This is an optimization exercise on Yosys and OpenROAD, whose aim is small area, not a production implementation. Function was checked by simulation only, so behaviour that the tests miss may differ from the original. The clock port is modelled as an ideal driver; clocking choices that lean on that would not hold on a real chip. Power is estimated from default activity; no workload was simulated.

Design matrix_calc_top, start of the top module:
module matrix_calc_top #(
    parameter int CLK_FREQ  = 100_000_000,
    parameter int BAUD_RATE = 6_250_000      
) (
    input  logic              clk,
    input  logic              rst_n,
    input  logic              rxd,
    input  logic              btn_load,
    input  logic              btn_print,
    input  matrix_pkg::slot_t slot_sel,
    output logic              txd,
    output logic              busy
);
Size in the first run: ~4100 cells after synthesis, roughly 3300 flip-flops, ~9 I/O pins, roughly 0.072 mm^2 of cells after synthesis.
Settings: LEC_CHECK=0, CAP_MARGIN=20, CORE_MARGIN=2, CORE_UTILIZATION=70, CTS_BUF_LIST=sky130_fd_sc_hd__clkbuf_4 sky130_fd_sc_hd__clkbuf_8, PLACE_DENSITY=0.8, SLEW_MARGIN=20; clock period 10.0 ns.
run.sh (not shown) runs the stock make flow with config.mk's settings and CLKGATE_MAP_FILE= SYNTH_SCRIPT=/design/flow/synth_recipe.tcl, a recipe that flattens the netlist after the stock synthesis.
The baseline ran to the end with no violations.
Next try:
- CORE_UTILIZATION: 70 -> 45
- CTS_BUF_LIST: sky130_fd_sc_hd__clkbuf_4 sky130_fd_sc_hd__clkbuf_8 -> default
- PLACE_DENSITY: 0.8 -> 0.6
The new run completed without violations.
Area after synthesis stays the same.
Maximum frequency is higher by roughly a tenth.
Sequential power is about the same.
Clock-buffer cell count is lower by 262.
Sequential share of layout area is lower by 1.3 points.
Clock skew is lower by 23 ps.
Register-to-register slack is about the same.
Cell area is higher slightly.
Via count is lower by a few percent.
Global-route usage is lower by 11 points.


matrix_calc_top, a different RTL version from the one above (not shown whole).
Size in the first run: about 3300 flip-flops, about 9 I/O pins, about 0.070 mm^2 of cells after synthesis.
Settings: LEC_CHECK=0, CAP_MARGIN=20, CORE_MARGIN=2, CORE_UTILIZATION=75, CTS_CLUSTER_DIAMETER=70, CTS_CLUSTER_SIZE=30, PLACE_DENSITY=0.85, SLEW_MARGIN=20; clock period 10.0 ns.
standard.sh (not shown) runs the stock make flow with config.mk's settings and CLKGATE_MAP_FILE= SYNTH_SCRIPT=/design/flow/synth_recipe.tcl, a recipe that flattens the netlist after the stock synthesis.
==> flow/flow/run.sh <==
#!/bin/bash
# Standard layout; after clock tree synthesis, the dummy clock loads are
# removed and a power-recovery resizing pass
# downsizes gates which have timing slack to spare.
set -euo pipefail
R=orfs/results/sky130hd/matrix_calc_top/base
bash standard.sh cts > standard_cts.log 2>&1
openroad -no_init -exit flow/recover.tcl > recover.log 2>&1
bash standard.sh > standard_finish.log 2>&1
==> flow/flow/recover.tcl <==
# After CTS: drop dummy clock loads, then downsize non-critical gates
# (same cell footprints, same registers).
set R orfs/results/sky130hd/matrix_calc_top/base
read_liberty $::env(FLOW_HOME)/platforms/sky130hd/lib/sky130_fd_sc_hd__tt_025C_1v80.lib
read_db $R/4_cts.odb
read_sdc $R/4_cts.sdc
source $::env(FLOW_HOME)/platforms/sky130hd/setRC.tcl
set_dont_use [get_lib_cells {sky130_fd_sc_hd__probe* sky130_fd_sc_hd__lpflow_*}]
set_propagated_clock [all_clocks]
estimate_parasitics -placement
report_design_area
# Remove the clock tree's dummy balancing loads: they drive nothing, and
# without them the clock nets carry less load.
set n 0
foreach inst [[ord::get_db_block] getInsts] {
  if {[string match clkload* [$inst getName]]} {
    odb::dbInst_destroy $inst
    incr n
  }
}
puts "Removed $n dummy clock loads"
estimate_parasitics -placement
report_design_area
repair_timing -recover_power 100
# Downsizing only shrinks cells in place; legalize only if that left an
# illegal placement.
if {[catch {check_placement -verbose} msg]} {
  puts "check_placement failed ($msg); legalizing"
  detailed_placement
  check_placement -verbose
}
estimate_parasitics -placement
report_design_area
report_worst_slack -max
report_worst_slack -min
write_db $R/4_cts.odb
Rerun with:
==> flow/run.sh (new file) <==
#!/bin/bash
# synth_recipe.tcl (not shown) runs the flow's synth.tcl, then flattens the netlist and writes it again
# the make line also repeats each setting of config.mk as NAME=value (left out here)
make -C /OpenROAD-flow-scripts/flow DESIGN_CONFIG=/design/flow/config.mk WORK_HOME=/design/flow/orfs CLKGATE_MAP_FILE= SYNTH_SCRIPT=/design/flow/synth_recipe.tcl finish
removed: flow/flow/run.sh
removed: flow/flow/recover.tcl
removed: flow/standard.sh
What happened: Flip-flop and latch count stays the same; first-iteration DRC count decreases slightly; setup slack is better by 0.27 ns; die area does not change; routed wire length stays flat; count of clock-buffer cells in the layout goes up by 18.
Rerun with:
==> flow/flow/run.sh (new file) <==
#!/bin/bash
# Standard layout, plus a power-recovery resizing pass after clock tree
# synthesis that downsizes gates which have timing slack to spare.
set -euo pipefail
R=orfs/results/sky130hd/matrix_calc_top/base
bash standard.sh cts > standard_cts.log 2>&1
openroad -no_init -exit flow/recover.tcl > recover.log 2>&1
bash standard.sh > standard_finish.log 2>&1
==> flow/flow/recover.tcl (new file) <==
# Downsize non-critical gates after CTS (same cell footprints, same registers).
set R orfs/results/sky130hd/matrix_calc_top/base
read_liberty $::env(FLOW_HOME)/platforms/sky130hd/lib/sky130_fd_sc_hd__tt_025C_1v80.lib
read_db $R/4_cts.odb
read_sdc $R/4_cts.sdc
source $::env(FLOW_HOME)/platforms/sky130hd/setRC.tcl
set_dont_use [get_lib_cells {sky130_fd_sc_hd__probe* sky130_fd_sc_hd__lpflow_*}]
set_propagated_clock [all_clocks]
estimate_parasitics -placement
report_design_area
repair_timing -recover_power 100
detailed_placement
check_placement -verbose
estimate_parasitics -placement
report_design_area
report_worst_slack -max
report_worst_slack -min
write_db $R/4_cts.odb
==> flow/standard.sh (new file) <==
#!/bin/bash
# synth_recipe.tcl (not shown) runs the flow's synth.tcl, then flattens the netlist and writes it again
# the make line also repeats each setting of config.mk as NAME=value (left out here)
make -C /OpenROAD-flow-scripts/flow DESIGN_CONFIG=/design/flow/config.mk WORK_HOME=/design/flow/orfs CLKGATE_MAP_FILE= SYNTH_SCRIPT=/design/flow/synth_recipe.tcl "${@:-finish}"
removed: flow/run.sh
What happened:
- The changed run completed with no timing, DRC or antenna violations
- routed wire length hardly moves
- non-clock buffer count came out higher by 3
- hold slack hardly moves
- final area is about the same
- critical path depth stays the same


== run A ==
matrix_calc_top again, from the RTL that the note above started with.
==> flow/config.mk <==
export PLATFORM = sky130hd
export DESIGN_NAME = matrix_calc_top
export DESIGN_NICKNAME = matrix_calc_top
export VERILOG_FILES = /design/flow/design.v
export SDC_FILE = /design/flow/constraint.sdc
export NUM_CORES = 4
export LEC_CHECK = 0
export CAP_MARGIN = 20
export CORE_MARGIN = 2
export CORE_UTILIZATION = 75
export CTS_CLUSTER_DIAMETER = 70
export CTS_CLUSTER_SIZE = 30
export PLACE_DENSITY = 0.85
export SLEW_MARGIN = 20
==> flow/constraint.sdc <==
create_clock -name core_clock -period 10.0 [get_ports {clk}]
set_input_delay 2.0000 -clock core_clock [delete_from_list [all_inputs] [get_ports {clk}]]
set_output_delay 2.0000 -clock core_clock [all_outputs]
set_load 0.01 [all_outputs]
==> flow/flow/run.sh <==
#!/bin/bash
# Standard layout; after clock tree synthesis, the dummy clock loads are
# removed and a power-recovery resizing pass
# downsizes gates which have timing slack to spare.
set -euo pipefail
R=orfs/results/sky130hd/matrix_calc_top/base
bash standard.sh cts > standard_cts.log 2>&1
openroad -no_init -exit flow/recover.tcl > recover.log 2>&1
bash standard.sh > standard_finish.log 2>&1
==> flow/flow/recover.tcl <==
# After CTS: drop dummy clock loads, then downsize non-critical gates
# (same cell footprints, same registers).
set R orfs/results/sky130hd/matrix_calc_top/base
read_liberty $::env(FLOW_HOME)/platforms/sky130hd/lib/sky130_fd_sc_hd__tt_025C_1v80.lib
read_db $R/4_cts.odb
read_sdc $R/4_cts.sdc
source $::env(FLOW_HOME)/platforms/sky130hd/setRC.tcl
set_dont_use [get_lib_cells {sky130_fd_sc_hd__probe* sky130_fd_sc_hd__lpflow_*}]
set_propagated_clock [all_clocks]
estimate_parasitics -placement
report_design_area
# Remove the clock tree's dummy balancing loads: they drive nothing, and
# without them the clock nets carry less load.
set n 0
foreach inst [[ord::get_db_block] getInsts] {
  if {[string match clkload* [$inst getName]]} {
    odb::dbInst_destroy $inst
    incr n
  }
}
puts "Removed $n dummy clock loads"
# Port buffers: the smallest buffer is enough at this clock period.
foreach inst [get_cells {input* output*}] {
  set m [get_property $inst ref_name]
  if {$m == "sky130_fd_sc_hd__clkdlybuf4s50_1" || $m == "sky130_fd_sc_hd__dlygate4sd3_1"} {
    replace_cell $inst sky130_fd_sc_hd__buf_1
  }
}
estimate_parasitics -placement
report_design_area
repair_timing -recover_power 100
# Downsizing only shrinks cells in place; legalize only if that left an
# illegal placement.
if {[catch {check_placement -verbose} msg]} {
  puts "check_placement failed ($msg); legalizing"
  detailed_placement
  check_placement -verbose
}
estimate_parasitics -placement
report_design_area
report_worst_slack -max
report_worst_slack -min
write_db $R/4_cts.odb
### run A -> run B
==> flow/flow/run.sh <==
#!/bin/bash
# Standard layout, plus a power-recovery resizing pass after clock tree
# synthesis that downsizes gates which have timing slack to spare.
set -euo pipefail
R=orfs/results/sky130hd/matrix_calc_top/base
bash standard.sh cts > standard_cts.log 2>&1
openroad -no_init -exit flow/recover.tcl > recover.log 2>&1
bash standard.sh > standard_finish.log 2>&1
==> flow/flow/recover.tcl <==
# Downsize non-critical gates after CTS (same cell footprints, same registers).
set R orfs/results/sky130hd/matrix_calc_top/base
read_liberty $::env(FLOW_HOME)/platforms/sky130hd/lib/sky130_fd_sc_hd__tt_025C_1v80.lib
read_db $R/4_cts.odb
read_sdc $R/4_cts.sdc
source $::env(FLOW_HOME)/platforms/sky130hd/setRC.tcl
set_dont_use [get_lib_cells {sky130_fd_sc_hd__probe* sky130_fd_sc_hd__lpflow_*}]
set_propagated_clock [all_clocks]
estimate_parasitics -placement
report_design_area
repair_timing -recover_power 100
# Downsizing only shrinks cells in place; legalize only if that left an
# illegal placement.
if {[catch {check_placement -verbose} msg]} {
  puts "check_placement failed ($msg); legalizing"
  detailed_placement
  check_placement -verbose
}
estimate_parasitics -placement
report_design_area
report_worst_slack -max
report_worst_slack -min
write_db $R/4_cts.odb
### Flow results
Timing, DRC, antenna: 0 failures across run A and run B. Delta (run B minus run A): area growth from synthesis to layout climbed 0.34 points; total detailed-routing wirelength barely changed; clock buffer count climbed 15%; switching share of power climbed 0.20 points. Higher time the final worst path needs with I/O delays and setup was reported by run B, not run A.

static timing again, ports no longer ideal:
The results above use ideal ports. As a check the final layouts listed here were re-extracted and re-timed, cells and wires unchanged.
Step 1: set_driving_cell puts a clkbuf_16 on clk and a buf_2 on each other input, an assumption about the parent block.
Step 2 adds t to the input delays and takes it off the output delays; t is the mean of the earliest and latest rising clock arrival at the registers after step 1. Input paths then give back, and output paths get back, about the clock's delay inside the block.
Three values: ideal, step 1, step 2; two values: the first two.
run | t (ns) | slack for setup (ns) | worst setup path after step 2 | latest minus earliest clock arrival (ns)
the first run of note 1 | 1.026 | 4.489 / 4.423 / 5.295 | register to register | 0.105 / 0.105
the second run of note 1 | 0.925 | 5.014 / 4.944 / 5.294 | register to register | 0.097 / 0.097
the first run of note 2 | 0.782 | 1.898 / 1.898 / 1.898 | register to register | 0.068 / 0.068
the second run of note 2 | 0.795 | 2.165 / 2.165 / 2.165 | register to register | 0.042 / 0.042
the third run of note 2 | 0.797 | 1.868 / 1.868 / 1.868 | register to register | 0.041 / 0.042
run A | 0.782 | 1.900 / 1.900 / 1.900 | register to register | 0.068 / 0.068
run B | 0.797 | 1.868 / 1.868 / 1.868 | register to register | 0.041 / 0.042
After both steps setup and hold are still met in every run listed.
